This design comes from an exercise in tuning for a short achievable clock period and few clock cycles per item on the open sky130 flow, not from production work. RTL that was checked went through simulation tests only; none was proved equivalent to the original. For run 2, only the layout was checked, not whether the RTL still works.

==> flow/design.v (outline; a module is shown in full before it is edited, if it fits) <==
// module md_mul_stage1: 3149 lines
// module md_mul_stage2: 262 lines
// module md_lzc32: 68 lines
// module md_divider_core: 43 lines
// module mult_div_unit: 148 lines
module mult_div_unit
#(
   parameter int WIDTH = MD_WIDTH
) (
   input  logic             clk,
   input  logic             rst,
   input  logic             mult_en_e,
   input  logic             div_en_e,
   input  logic             unsigned_instr_e,
   input  logic             hi_write_e,
   input  logic             lo_write_e,
   input  logic [1:0]       hi_src_e,
   input  logic [1:0]       lo_src_e,
   input  logic [WIDTH-1:0] src_a_e,
   input  logic [WIDTH-1:0] src_b_e,
   output logic [WIDTH-1:0] hi_out,
   output logic [WIDTH-1:0] lo_out,
   output logic             busy,
   output logic             done
);
  // ...
==> flow/run.sh <==
#!/bin/bash
# synth_recipe.tcl (not shown) runs the flow's synth.tcl, then flattens the netlist and writes it again
# the make line also repeats each setting of config.mk as NAME=value (left out here)
make -C /OpenROAD-flow-scripts/flow DESIGN_CONFIG=/design/flow/config.mk WORK_HOME=/design/flow/orfs CLKGATE_MAP_FILE= SYNTH_SCRIPT=/design/flow/synth_recipe.tcl finish
==> flow/config.mk <==
export PLATFORM = sky130hd
export DESIGN_NAME = mult_div_unit
export DESIGN_NICKNAME = mult_div_unit
export VERILOG_FILES = /design/flow/design.v
export SDC_FILE = /design/flow/constraint.sdc
export NUM_CORES = 4
export LEC_CHECK = 0
export ABC_CLOCK_PERIOD_IN_PS = 3000
export CAP_MARGIN = 20
export CORE_MARGIN = 2
export CORE_UTILIZATION = 40
export SETUP_SLACK_MARGIN = 5
export SLEW_MARGIN = 20
export TNS_END_PERCENT = 100
==> flow/constraint.sdc <==
create_clock -name core_clock -period 11.0 [get_ports {clk}]
set_input_delay 2.2000 -clock core_clock [delete_from_list [all_inputs] [get_ports {clk}]]
set_output_delay 2.2000 -clock core_clock [all_outputs]
set_load 0.01 [all_outputs]
==> results_dict.tcl, run 1 <==
set metrics [dict create \
    outcome "no timing/DRC/antenna violations" \
    wl_met1_mm 118.8 \
    numSequentialCells 402 \
    grt_usage 0.3672 \
    worstSetupPathType "register to primary output" \
    nClkBuffers 68 \
    design.die.area_sq_um 172400 \
    final_common_cell "inv_1" \
    path_depth 17 \
    nMultiInputCombCells 6131 \
    largest_class "multi-input combinational cells" \
    drive_above_1_share 0.2231 \
    tritoncts "yes" \
    ys_seq_elements 402 \
    tightest_slew_ns 1.029 \
    hold_ws_ns 0.4468 \
    seqCellArea_sq_um 8436 \
    arrival_ns 4.63 \
    cp_max_fo 6 \
    fin_crit_ns 6.834 \
    synthArstFlopShare 0.1716 \
    fin_tns_setup_ns 0 \
    clk_latency_ns 0.71 \
    syn2layout_area_growth_pct 27.90 \
    mostFrequentLayoutCells "inv_1, fa_1, and2_1" \
    grt_pass1_vias 66145 \
    cp-endpoint "hi_out[30]" \
    cts.sinks 402 \
    totalWireLength_mm 327.5 \
    synthAdderAreaFrac 0.3546 \
    synth_top_family_by_area "adder cells" \
    yosysUniqueCellTypes 115 \
    antenna_cells 30 \
    dp_cells 10200 \
    top_register "rows_q" \
    required_ns 8.80 \
]
Testbench counts, summed over its fixed seeds: cycles 3,946, ops 2,400.
==> module mult_div_unit, before the edit <==
module mult_div_unit
#(
   parameter int WIDTH = MD_WIDTH
) (
   input  logic             clk,
   input  logic             rst,
   input  logic             mult_en_e,
   input  logic             div_en_e,
   input  logic             unsigned_instr_e,
   input  logic             hi_write_e,
   input  logic             lo_write_e,
   input  logic [1:0]       hi_src_e,
   input  logic [1:0]       lo_src_e,
   input  logic [WIDTH-1:0] src_a_e,
   input  logic [WIDTH-1:0] src_b_e,
   output logic [WIDTH-1:0] hi_out,
   output logic [WIDTH-1:0] lo_out,
   output logic             busy,
   output logic             done
);
   localparam int NR = MD_MUL_ROWS;
   localparam int NS = MD_DIV_NS;
   localparam int K  = 2 * NS;         
   localparam int DW = 34 + K;         
   logic [NR*64-1:0] rows_s, rows_q;
   logic [63:0]      prod_s;
   md_mul_stage1 u_mul1 (
      .a    (src_a_e),
      .b    (src_b_e),
      .uns  (unsigned_instr_e),
      .rows (rows_s)
   );
   md_mul_stage2 u_mul2 (
      .rows (rows_q),
      .prod (prod_s)
   );
   logic               sa_s, sb_s;
   logic [31:0]        absa_s, absb_s;
   logic [33:0]        abs3b_s;
   logic               lt_s, bz_s;
   logic [5:0]         lza_s, lzb_s;
   logic [7:0]         sdiff_s;
   logic [7:0]         sh_s;
   logic [5:0]         n_s;
   logic [DW-1:0]      d0_s, t0_s;
   assign sa_s    = ~unsigned_instr_e & src_a_e[31];
   assign sb_s    = ~unsigned_instr_e & src_b_e[31];
   assign absa_s  = sa_s ? (32'd0 - src_a_e) : src_a_e;
   assign absb_s  = sb_s ? (32'd0 - src_b_e) : src_b_e;
   assign abs3b_s = {2'b00, absb_s} + {1'b0, absb_s, 1'b0};
   assign lt_s    = (absa_s < absb_s);
   assign bz_s    = (src_b_e == 32'd0);
   md_lzc32 u_lza (.x(src_a_e ^ {32{sa_s}}), .n(lza_s));
   md_lzc32 u_lzb (.x(src_b_e ^ {32{sb_s}}), .n(lzb_s));
   assign sdiff_s = {2'b00, lzb_s} - {2'b00, lza_s} + {7'd0, sa_s};
   always_comb begin
      n_s = 6'd1;
      for (int i = 0; i < 64; i++) begin
         if (sdiff_s[5:0] == 6'(i)) n_s = 6'((i + K) / K);
      end
   end
   assign sh_s = 8'(K) * {2'b00, n_s} - 8'd2;
   assign d0_s = {{(DW-32){1'b0}}, absb_s} << sh_s;
   assign t0_s = {{(DW-34){1'b0}}, abs3b_s} << sh_s;
   logic [31:0]   rem_q, quot_q, rem_n, quot_n;
   logic [DW-1:0] d_q, t_q;
   logic [5:0]    cnt_q;
   logic          neg_r_q, neg_q_q;
   md_divider_core #(.NS(NS), .DW(DW)) u_div_core (
      .rem_i  (rem_q),
      .quot_i (quot_q),
      .d_i    (d_q),
      .t_i    (t_q),
      .rem_o  (rem_n),
      .quot_o (quot_n)
   );
   logic        busy_q, done_q, mode_mul_q;
   logic [31:0] hi_q, lo_q;
   logic        nh_q, nl_q;
   logic [31:0] hi_s, lo_s;
   always_ff @(posedge clk) begin
      rows_q <= rows_s;
      if (!busy_q) begin
         rem_q   <= absa_s;
         quot_q  <= 32'd0;
         d_q     <= d0_s;
         t_q     <= t0_s;
         cnt_q   <= n_s;
         neg_r_q <= sa_s;
         neg_q_q <= sa_s ^ sb_s;
      end else begin
         rem_q  <= rem_n;
         quot_q <= quot_n;
         d_q    <= d_q >> K;
         t_q    <= t_q >> K;
         cnt_q  <= cnt_q - 6'd1;
      end
   end
   always_ff @(posedge clk or posedge rst) begin
      if (rst) begin
         busy_q     <= 1'b0;
         done_q     <= 1'b0;
         mode_mul_q <= 1'b0;
         hi_q       <= 32'd0;
         lo_q       <= 32'd0;
         nh_q       <= 1'b0;
         nl_q       <= 1'b0;
      end else begin
         done_q <= 1'b0;
         if (!busy_q) begin
            if (mult_en_e) begin
               mode_mul_q <= 1'b1;
               done_q     <= 1'b1;
            end else if (div_en_e) begin
               mode_mul_q <= 1'b0;
               if (bz_s || lt_s) begin
                  hi_q   <= src_a_e;
                  lo_q   <= bz_s ? 32'hFFFF_FFFF : 32'd0;
                  nh_q   <= 1'b0;
                  nl_q   <= 1'b0;
                  done_q <= 1'b1;
               end else begin
                  busy_q <= 1'b1;
               end
            end else begin
               mode_mul_q <= 1'b0;
               hi_q <= (hi_write_e && (hi_src_e == NO_MULT_DIV)) ? src_a_e : hi_s;
               lo_q <= (lo_write_e && (lo_src_e == NO_MULT_DIV)) ? src_a_e : lo_s;
               nh_q <= 1'b0;
               nl_q <= 1'b0;
            end
         end else if (cnt_q == 6'd1) begin
            busy_q <= 1'b0;
            done_q <= 1'b1;
            hi_q   <= rem_n;
            lo_q   <= quot_n;
            nh_q   <= neg_r_q;
            nl_q   <= neg_q_q;
         end
      end
   end
   assign hi_s = mode_mul_q ? prod_s[63:32] : ((hi_q ^ {32{nh_q}}) + {31'd0, nh_q});
   assign lo_s = mode_mul_q ? prod_s[31:0]  : ((lo_q ^ {32{nl_q}}) + {31'd0, nl_q});
   assign hi_out = hi_s;
   assign lo_out = lo_s;
   assign busy   = busy_q;
   assign done   = done_q;
endmodule
==> run 2, diff against run 1 <==
--- a/flow/design.v
+++ b/flow/design.v
@@ -3571,5 +3571,5 @@
    logic               lt_s, bz_s;
    logic [5:0]         lza_s, lzb_s;
-   logic [7:0]         sdiff_s;
+   logic signed [7:0]  sdiff_s;
    logic [7:0]         sh_s;
    logic [5:0]         n_s;
@@ -3584,5 +3584,5 @@
    md_lzc32 u_lza (.x(src_a_e ^ {32{sa_s}}), .n(lza_s));
    md_lzc32 u_lzb (.x(src_b_e ^ {32{sb_s}}), .n(lzb_s));
-   assign sdiff_s = {2'b00, lzb_s} - {2'b00, lza_s} + {7'd0, sa_s};
+   assign sdiff_s = $signed({2'b00, lzb_s}) - $signed({2'b00, lza_s}) + $signed({7'd0, sa_s});
    always_comb begin
       n_s = 6'd1;
==> run 2 against run 1 <==
  * Die area did not move
  * Sequential share of layout area unchanged
  * Clock skew unchanged
  * Non-clock buffer count stayed put
  * Routed wire length stayed put
  * Global-route usage unchanged
  * Register-to-register slack barely moved
  * Area after synthesis unchanged
  * Largest cell class unchanged
  * Highest routed layer unchanged
==> results_dict.tcl, run 2 <==
set metrics [dict create \
    ys_seq_area_frac 0.1244 \
    largest_reg_flops 189 \
    hold_depth 1 \
    synth_simple_gate_area_frac 0.1974 \
    synth_compound_area_frac 0.1648 \
    dp_cells 10200 \
    post_synth.cell_area_avg_sq_um 8.252 \
    gp_congestion 0.9987 \
    antenna_found_initial 32 \
    cts.sinks 402 \
    final-setup-viol-count 0 \
    ios 141 \
    overflow 0 \
    grt_pass1_vias 66145 \
    hold_ws_ns 0.4468 \
    syn_inst 8195 \
    synthAdderAreaFrac 0.3546 \
    top_register "rows_q" \
    cp-end-kind "primary output" \
    dr.pass1.iters 17 \
    reg_top3 "rows_q (189), d_q (38), t_q (38)" \
    fin_crit_ns 6.834 \
    hold_violations 0 \
    routedWlPerCell_um 30.00 \
    max-slew-margin-rel 0.3090 \
    drtIter0Drc 7341 \
    synth_ff_type "dfxtp_1" \
    rows 150 \
    finalCritPeriodShare 0.6213 \
    filler_cell_count 15465 \
    clk_latency_ns 0.71 \
    slowest_stage "fa_1" \
    rsz0062_at_grt "yes" \
    fin_skew_ns 0.05889 \
    seqCellArea_sq_um 8436 \
    multi_input_area_sq_um 59760 \
    synthMuxAreaShare 0.01615 \
    worstSetupPathType "register to primary output" \
    ys_seq_elements 402 \
    grt_pass1_wl_mm 461.7 \
    path_cells "fa_1 > ha_2 > inv_2 > fa_2 > nor2b_4 > o31ai_2 > a21oi_2 > nor2_4 > o41ai_2 > buf_4 > o211ai_1 > a31o_2 > nor3_4 > nor2_1 > xor2_1 > a21oi_2 > buf_2" \
    tightest_slew_ns 1.029 \
    critPathMaxStageDelay_ns 0.54 \
    start_kind "register" \
    totalWireLength_mm 327.5 \
    cp_top_family "compound AO/OA/AOI/OAI gates" \
    die_x_um 415.2 \
    yosys-top-cells-area "fa_1, dfxtp_1, and2_1" \
    final_common_cell "inv_1" \
    synth_top_family_by_area "adder cells" \
    cap_violations 0 \
    required_ns 8.80 \
    via_count 66292 \
    mostFrequentLayoutCells "inv_1, fa_1, and2_1" \
    synth_nets 9605 \
    yosysMostFrequentCell "inv_1" \
    path_clk_slew_ns 0.07 \
    grt_max_degree 59 \
    portBuffers 140 \
    tritoncts "yes" \
    fmax_mhz 146.3 \
    drive_above_1_share 0.2231 \
    arrival_ns 4.63 \
    cpMostUsedCell "a21oi_2" \
    path_depth 17 \
    min_path_type "register to register" \
    grt_usage 0.3672 \
    drc 0 \
    cts_max_path_buffers 3 \
    core-area_sq_um 167600 \
    start_util 0.4035 \
    hpwl_mm 225.8 \
    root_buffer "clkbuf_16" \
    fin_nets 10050 \
    synth_edf_count 2 \
    synth_largest_area_cell "fa_1" \
    synth_top_area_share 0.2868 \
    synth_area_sq_um 67630 \
    fin_tns_setup_ns 0 \
    utilization 0.5161 \
    yosysUniqueCellTypes 115 \
    slew_violations 0 \
    synth_xor_area_frac 0.04842 \
    fp.dieH_um 415.2 \
    synthTopCellsByCount "inv_1, fa_1, and2_1" \
    worst-path-buf-inv 3 \
    ys_warn_count 4 \
    instances_no_fill 10915 \
    outcome "no timing/DRC/antenna violations" \
    htree_levels 2 \
    reg2reg_depth 26 \
    synthArstFlopShare 0.1716 \
    cts-buffers-inserted 51 \
    antenna_left 0 \
    design.die.area_sq_um 172400 \
    syn2layout_area_growth_pct 27.90 \
    cp_max_fo 6 \
    vias_per_cell 6.073 \
]
==> run 2: path summary, 6_finish.rpt <==
check	slack, ns	to	from
setup reg to reg	4.47	hi_q[28]	d_q[8]
hold reg to reg	0.45	quot_q[10]	quot_q[6]
setup / recovery	4.17	hi_out[30]	rows_q[66]
max in group asynchronous	7.86	busy_q	rst
hold / removal	0.45	quot_q[10]	quot_q[6]
min in group asynchronous	1.81	hi_q[19]	rst
==> run 2: final cells by class <==
class / count / share of cell area
diodes: 30 / 0.0008679
clock buffers: 68 / 0.01692
clock inverters: 26 / 0.003819
inverters: 1211 / 0.05410
multi-input cells: 6131 / 0.6909
flip-flops and latches: 402 / 0.09753
well taps: 2204 / 0.03188
repair buffers: 838 / 0.1033
repair inverters: 5 / 0.0007088
==> run 2: metal layers <==
metal / vias up / GRT usage / part of all wire
li1: 27720 / - / -
met5: - / 0 / 0.00033
met2: 4309 / 0.5571 / 0.43
met4: 16 / 0.2742 / 0.093
met3: 1301 / 0.09486 / 0.11
met1: 32946 / 0.4489 / 0.36
==> run 2: what timing repair did <==
| action | in CTS | in global routing |
|---|---|---|
| gates cloned | 44 | 13 |
| pin swaps | 366 | 284 |
| hold buffers | 0 | 0 |
| setup endpoints to repair | 316 | 248 |
| resized for setup | 1403 | 499 |
| setup buffers | 362 | 172 |
==> run 2: metrics by stage <==
step / setup slack (ns) / instance area (sq um)
final: 4.166 / 86490
after global routing: 4.132 / 86440
after CTS: 4.228 / 82700
after detailed placement: 1.839 / 71180
after global placement: 1.957 / 71140
after floorplan: 4.518 / 68550
==> run 2: cell families (layout without fill, tap and decap cells) <==
group / after synthesis / after routing
xor+xnor: 373 / 377
flops: 402 / 402
mux: 106 / 106
compound gates: 1699 / 1699
other cells: 0 / 30
buf+inv: 1684 / 2148
fa+ha+maj: 1335 / 1335
simple gates: 2596 / 2614
==> run 3, diff against run 2 <==
--- a/flow/design.v
+++ b/flow/design.v
@@ -3569,7 +3569,8 @@
    logic [31:0]        absa_s, absb_s;
    logic [33:0]        abs3b_s;
-   logic               lt_s, bz_s;
+   logic               lt_s, bz_s, one_s;
+   logic [31:0]        dif_s;
    logic [5:0]         lza_s, lzb_s;
-   logic signed [7:0]  sdiff_s;
+   logic [7:0]         sdiff_s;
    logic [7:0]         sh_s;
    logic [5:0]         n_s;
@@ -3581,8 +3582,10 @@
    assign abs3b_s = {2'b00, absb_s} + {1'b0, absb_s, 1'b0};
    assign lt_s    = (absa_s < absb_s);
+   assign one_s   = ~lt_s & ({1'b0, absa_s} < {absb_s, 1'b0});
+   assign dif_s   = absa_s - absb_s;
    assign bz_s    = (src_b_e == 32'd0);
    md_lzc32 u_lza (.x(src_a_e ^ {32{sa_s}}), .n(lza_s));
    md_lzc32 u_lzb (.x(src_b_e ^ {32{sb_s}}), .n(lzb_s));
-   assign sdiff_s = $signed({2'b00, lzb_s}) - $signed({2'b00, lza_s}) + $signed({7'd0, sa_s});
+   assign sdiff_s = {2'b00, lzb_s} - {2'b00, lza_s} + {7'd0, sa_s};
    always_comb begin
       n_s = 6'd1;
@@ -3651,4 +3654,10 @@
                   nl_q   <= 1'b0;
                   done_q <= 1'b1;
+               end else if (one_s) begin
+                  hi_q   <= dif_s;
+                  lo_q   <= 32'd1;
+                  nh_q   <= sa_s;
+                  nl_q   <= sa_s ^ sb_s;
+                  done_q <= 1'b1;
                end else begin
                   busy_q <= 1'b1;
==> run 3 against run 2 <==
  * Non-clock buffer count increased by 67
  * Critical path depth is 1 higher
  * Area after synthesis is 2.2% higher
  * Global-route usage grew 1.6 points
  * Utilization grew 0.39 points
  * Hold slack improved by 0.020 ns
  * Die area grew 2.2%
  * Sequential cell count is the same
  * Critical endpoint is now hi_out[20]
==> results_dict.tcl, run 3 <==
set metrics [dict create \
    vias_per_cell 6.091 \
    final_common_cell "inv_1" \
    cp_max_fo 4 \
    root_buffer "clkbuf_16" \
    dr.pass1.iters 5 \
    fin_tns_setup_ns 0 \
    hold_ws_ns 0.4665 \
    path_clk_slew_ns 0.07 \
    clk_latency_ns 0.68 \
    synth_area_sq_um 69130 \
    syn2layout_area_growth_pct 29.18 \
    rsz0062_at_grt "yes" \
    ios 141 \
    via_count 68752 \
    yosysUniqueCellTypes 112 \
    fin_nets 10362 \
    grt_pass1_wl_mm 486.1 \
    cpMostUsedCell "buf_4" \
    utilization 0.5200 \
    grt_pass1_vias 68478 \
    slew_violations 0 \
    cts-buffers-inserted 51 \
    cp-end-kind "primary output" \
    overflow 0 \
    fmax_mhz 136.6 \
    final-setup-viol-count 0 \
    fin_skew_ns 0.02325 \
    syn_inst 8440 \
    synth_ff_type "dfxtp_1" \
    gp_congestion 1.065 \
    arrival_ns 5.12 \
    rows 152 \
    dp_cells 10553 \
    die_x_um 419.7 \
    portBuffers 140 \
    top_register "rows_q" \
    cts_max_path_buffers 3 \
    grt_usage 0.3833 \
    hpwl_mm 234.5 \
    outcome "no timing/DRC/antenna violations" \
    critPathMaxStageDelay_ns 0.53 \
    yosysMostFrequentCell "inv_1" \
    slowest_stage "fa_1" \
    synth_edf_count 2 \
    path_cells "fa_1 > ha_2 > inv_2 > fa_2 > nand2b_4 > a21oi_4 > o311a_4 > o2111ai_4 > a211o_4 > a2111oi_4 > buf_4 > o211ai_4 > buf_4 > buf_6 > o31ai_4 > xnor2_2 > a21oi_2 > buf_2" \
    fin_crit_ns 7.322 \
    ys_seq_elements 402 \
    synth_nets 9883 \
    yosys-top-cells-area "fa_1, dfxtp_1, and2_1" \
    largest_reg_flops 189 \
    min_path_type "register to register" \
    cap_violations 0 \
    finalCritPeriodShare 0.6656 \
    max-slew-margin-rel 0.2359 \
    grt_max_degree 116 \
    totalWireLength_mm 344.6 \
    ys_warn_count 4 \
    htree_levels 2 \
    drtIter0Drc 7550 \
    post_synth.cell_area_avg_sq_um 8.191 \
    start_util 0.4025 \
    synth_top_area_share 0.2809 \
    required_ns 8.80 \
    antenna_found_initial 27 \
    tightest_slew_ns 1.146 \
    cts.sinks 402 \
    synthArstFlopShare 0.1716 \
    ys_seq_area_frac 0.1217 \
    start_kind "register" \
    worstSetupPathType "register to primary output" \
    drive_above_1_share 0.2302 \
    drc 0 \
    routedWlPerCell_um 30.53 \
    mostFrequentLayoutCells "inv_1, fa_1, and2_1" \
    tritoncts "yes" \
    core-area_sq_um 171700 \
    hold_violations 0 \
    antenna_left 0 \
    synth_largest_area_cell "fa_1" \
    reg_top3 "rows_q (189), d_q (38), t_q (38)" \
    fp.dieH_um 419.7 \
    instances_no_fill 11287 \
    synthTopCellsByCount "inv_1, fa_1, and2_1" \
    design.die.area_sq_um 176200 \
]
-- run 3: cell types whose count changed in the layout (fill, tap and decap cells not counted), moves of 19 or more --
| cell | before | now |
|---|---|---|
| xnor2_1 | 176 | 198 |
| nand3_1 | 75 | 94 |
| a21oi_1 | 311 | 359 |
| buf_4 | 417 | 468 |
| mux2i_1 | 66 | 44 |
| a31oi_1 | 63 | 43 |
| fa_2 | 45 | 25 |
| nor3_1 | 82 | 104 |
| a21o_1 | 141 | 166 |
| o21a_1 | 62 | 98 |
| ha_1 | 260 | 299 |
| fa_1 | 924 | 945 |
| o21ai_2 | 58 | 79 |
| nor2_1 | 400 | 436 |
-- run 3: area by class of cell --
cell class | count | area, sq um
well taps | 2310 | 2890
flip-flops and latches | 402 | 8466
multi-input cells | 6363 | 61870
clock buffers | 70 | 1500
repair buffers | 905 | 9694
inverters | 1195 | 4597
fillers | 15648 | 82430
diodes | 18 | 45.04
clock inverters | 23 | 226.5
repair inverters | 1 | 11.26
-- run 3: worst max-delay path, delay by kind of cell (launching register included) --
family | cells | cell delay (ns)
XOR/XNOR | 1 | 0.18
adder cells (fa/ha/maj) | 3 | 1.05
AO/OA/AOI/OAI | 8 | 1.99
flip-flops | 1 | 0.32
AND/OR/NAND/NOR | 1 | 0.16
buffers and inverters | 5 | 0.75
-- run 3: final timing paths --
check                             from         end  slack [ns]  cells after the start
setup / recovery           rows_q[130]  hi_out[20]        3.68                     18
hold / removal              quot_q[19]  quot_q[23]        0.47                      1
setup reg to reg                d_q[6]    hi_q[30]        4.55                     27
hold reg to reg             quot_q[19]  quot_q[23]        0.47                      1
max in group asynchronous          rst  mode_mul_q        7.85                      3
min in group asynchronous          rst    lo_q[11]        2.04                      2
-- run 3: metrics by stage --
stage               worst slack [ns]  instance area [sq um]
floorplan                      4.092                  70130
global placement               2.028                  72860
detailed placement             1.907                  72880
CTS                            3.741                  84940
global route                   3.619                  89270
finish                         3.678                  89300
-- run 3: what timing repair did --
item / 4_1_cts / 5_1_grt
pin swaps: 352 / 290
resized for setup: 1467 / 633
setup endpoints to repair: 322 / 249
hold buffers: 0 / 0
gates cloned: 54 / 8
buffers inserted: 392 / 169
-- run 3: cell families (layout without fill, tap and decap cells) --
kind of cell | after synthesis | count (layout) | share of synthesized area
muxes | 84 | 84 | 0.01234
adders and majority gates | 1368 | 1368 | 0.3529
DFF | 402 | 402 | 0.1217
buffers and inverters | 1694 | 2194 | 0.09305
and+or+nand+nor | 2670 | 2684 | 0.1958
other | 0 | 18 | 0
xor gates and xnor gates | 399 | 400 | 0.05066
AOI/OAI and AO/OA | 1823 | 1827 | 0.1735
-- run 3: per-layer routing --
metal | vias to the layer above | wire length [um] | track usage
met1 | 34020 | 120000 | 0.4385
met2 | 4473 | 147900 | 0.5812
met4 | 6 | 42080 | 0.3766
met5 | - | 38 | 0
li1 | 28696 | - | -
met3 | 1557 | 34630 | 0.09149
Testbench counts of run 3, summed over its fixed seeds: cycles 3,856, ops 2,400.

-- port drivers added, routing unchanged --
Ports are ideal in the flow. The routed layouts listed here were re-timed in OpenROAD. Step 1: set_driving_cell puts a clkbuf_16 on clk and a buf_2 on each other input, an assumption about the parent block. Step 2 moves the port delays by t, midway between the first and last clock arrival at a register: inputs arrive t later, outputs are due t later. That takes back most of the time a late clock gives input paths. Three values: no drivers, after step 1, after step 2; two values: the first two.
run	t, ns	slack for setup (ns)	cell pins on the clock port's net
run 1	0.766	4.166 / 4.079 / 3.812	1
run 2	0.766	4.166 / 4.079 / 3.812	1
run 3	0.751	3.678 / 3.593 / 3.416	1
After both steps every run listed still meets setup and hold.
